Source: an optimization exercise on an open RTL-to-GDS flow (aim: small area, a short achievable clock period and few clock cycles per item). Production flows keep margins and buffers that such runs may drop.
Function was checked by simulation only, so behaviour that the tests miss may differ from the original.

alpha:
## particle_update_step_unit
module particle_update_step_unit (
  input  logic               clk,
  input  logic               rst_n,
  input  logic               in_valid,
  output logic               in_stall,
  input  logic signed [31:0] in_pos_x,
  input  logic signed [31:0] in_pos_y,
  input  logic signed [31:0] in_vel_x,
  input  logic signed [31:0] in_vel_y,
  input  logic signed [31:0] in_life_left,
  input  logic signed [31:0] in_gravity_amount,
  input  logic        [15:0] in_gravity_angle,
  input  logic               in_last_of_list,
  output logic               out_valid,
  input  logic               out_stall,
  output logic               out_keep,
  output logic        [12:0] out_slot,
  output logic signed [31:0] out_new_x,
  output logic signed [31:0] out_new_y,
  output logic signed [31:0] out_new_vel_x,
  output logic signed [31:0] out_new_vel_y,
  output logic signed [31:0] out_new_life,
  output logic               out_end_of_list
);
==> flow/config.mk <==
export PLATFORM = sky130hd
export DESIGN_NAME = particle_update_step_unit
export DESIGN_NICKNAME = particle_update_step_unit
export VERILOG_FILES = /design/flow/design.v
export SDC_FILE = /design/flow/constraint.sdc
export NUM_CORES = 4
export LEC_CHECK = 0
export CAP_MARGIN = 20
export CORE_MARGIN = 2
export CORE_UTILIZATION = 60
export PLACE_DENSITY = 0.72
export SLEW_MARGIN = 20
export SYNTH_MEMORY_MAX_BITS = 16384
==> flow/constraint.sdc <==
create_clock -name core_clock -period 16.0 [get_ports {clk}]
set_input_delay 3.2000 -clock core_clock [delete_from_list [all_inputs] [get_ports {clk}]]
set_output_delay 3.2000 -clock core_clock [all_outputs]
set_load 0.01 [all_outputs]
standard.sh (not shown) runs the stock make flow with config.mk's settings and CLKGATE_MAP_FILE= SYNTH_SCRIPT=/design/flow/synth_recipe.tcl, a recipe that flattens the netlist after the stock synthesis.
==> flow/flow/run.sh <==
#!/bin/bash
# Standard ORFS layout (the standard.sh, unchanged synthesis and steps),
# with repair_timing aiming for setup slack of 11.45 ns at the design's
# period instead of 0, so that the layout's achieved period is pushed down.
set -euo pipefail
bash standard.sh SETUP_SLACK_MARGIN=11.45 finish > make_finish.log 2>&1
Testbench counts of alpha, summed over its fixed seeds: cycles 24,032, items 24,000.
> inputs changed (alpha -> beta)
- a change of CORE_UTILIZATION from 60 to 70
- a change of PLACE_DENSITY from 0.72 to 0.8
==> flow/flow/run.sh <==
#!/bin/bash
# Standard ORFS layout (the standard.sh, unchanged synthesis and steps),
# with repair_timing aiming for setup slack of 11.6 ns at the design's
# period instead of 0, so that the layout's achieved period is pushed down.
set -euo pipefail
bash standard.sh SETUP_SLACK_MARGIN=11.6 finish > make_finish.log 2>&1
==> run notes <==
- Lower non-clock buffer count among alpha and beta: alpha
- On share of the final layout cell area in sequential cells, beta tracks alpha almost exactly.
For gamma, these inputs were changed with respect to beta:
- swapping 70 for 60 in CORE_UTILIZATION
- putting GPL_ROUTABILITY_DRIVEN at 0 where nothing was set
- swapping 0.8 for 0.72 in PLACE_DENSITY
[summary]
- Changes observed in gamma relative to beta: worst slack at placement rose 78 ps; core utilization saw a decrease.
- Going from beta to gamma, the die area was enlarged.
- NOTE design area beta->gamma increased slightly
- [gamma] final worst clock skew rose 23 ps relative to beta
- NOTE: relative max-transition margin in gamma exceeds that of beta
- In the metrics for gamma and beta, the one carrying the lower clock-buffer cell count is beta.
- For wire length the detailed router placed on met1, beta and gamma come out practically identical.
- Looking at gamma and beta, the number of buffers added on ports is a wash.

particle_update_step_unit again, from the RTL that the note above started with.
Settings: LEC_CHECK=0, CAP_MARGIN=20, CORE_MARGIN=2, CORE_UTILIZATION=60, PLACE_DENSITY=0.72, SLEW_MARGIN=20, SYNTH_MEMORY_MAX_BITS=16384; clock period 16.0 ns.
==> flow/flow/run.sh <==
#!/bin/bash
# Standard ORFS layout (the standard.sh, unchanged synthesis and steps),
# with repair_timing aiming for setup slack of 11.6 ns at the design's
# period instead of 0, so that the layout's achieved period is pushed down.
set -euo pipefail
bash standard.sh SETUP_SLACK_MARGIN=11.6 finish > make_finish.log 2>&1
The starting point finished with timing, DRC and antenna clean.
Testbench counts at the start, summed over its fixed seeds: cycles 24,032, items 24,000.
==> next run, changes <==
==> flow/flow/run.sh (replaced) <==
#!/bin/bash
# Standard ORFS layout (the standard.sh, unchanged synthesis and steps),
# with repair_timing aiming for setup slack of 11.45 ns at the design's
# period instead of 0, so that the layout's achieved period is pushed down.
set -euo pipefail
bash standard.sh SETUP_SLACK_MARGIN=11.45 finish > make_finish.log 2>&1
CAP_MARGIN = 5   (was 20)
SLEW_MARGIN = 5   (was 20)
Result: Cell area hardly moves. Utilization grows by 0.13 points. Wire length shrinks by 1.0%. Worst setup slack is better by 58 ps. Via count shrinks by about 0.7%. Non-clock buffer count shrinks by 3. Maximum frequency grows by 1.3%. Synthesized area is unchanged.

what the ideal ports hide:
In the flow no input, the clock included, has a driving cell. The finished layouts below were timed again as built, in two steps.
Step 1 assumes that a clkbuf_16 drives the clock port and a buf_2 every other input.
Step 2 moves the port delays by t, midway between the first and last clock arrival at a register: inputs arrive t later, outputs are due t later. That takes back most of the time a late clock gives input paths.
a / b / c = no drivers / after step 1 / after step 2; a / b = the first two.
run	shift t [ns]	setup slack, ns	hold slack, ns	worst setup path at the end	worst slew at a driven data input, ns
alpha	0.781	11.461 / 11.386 / 10.826	0.394 / 0.394 / 0.394	input to register	0.14
beta	0.786	11.372 / 11.293 / 10.893	0.390 / 0.390 / 0.390	input to register	0.15
gamma	0.769	11.446 / 11.369 / 11.001	0.400 / 0.400 / 0.400	input to register	0.11
the first run of note 2	0.781	11.403 / 11.326 / 10.964	0.380 / 0.380 / 0.380	input to register	0.14
the second run of note 2	0.781	11.461 / 11.386 / 10.826	0.394 / 0.394 / 0.394	input to register	0.14
After both steps setup and hold are still met in every run listed.
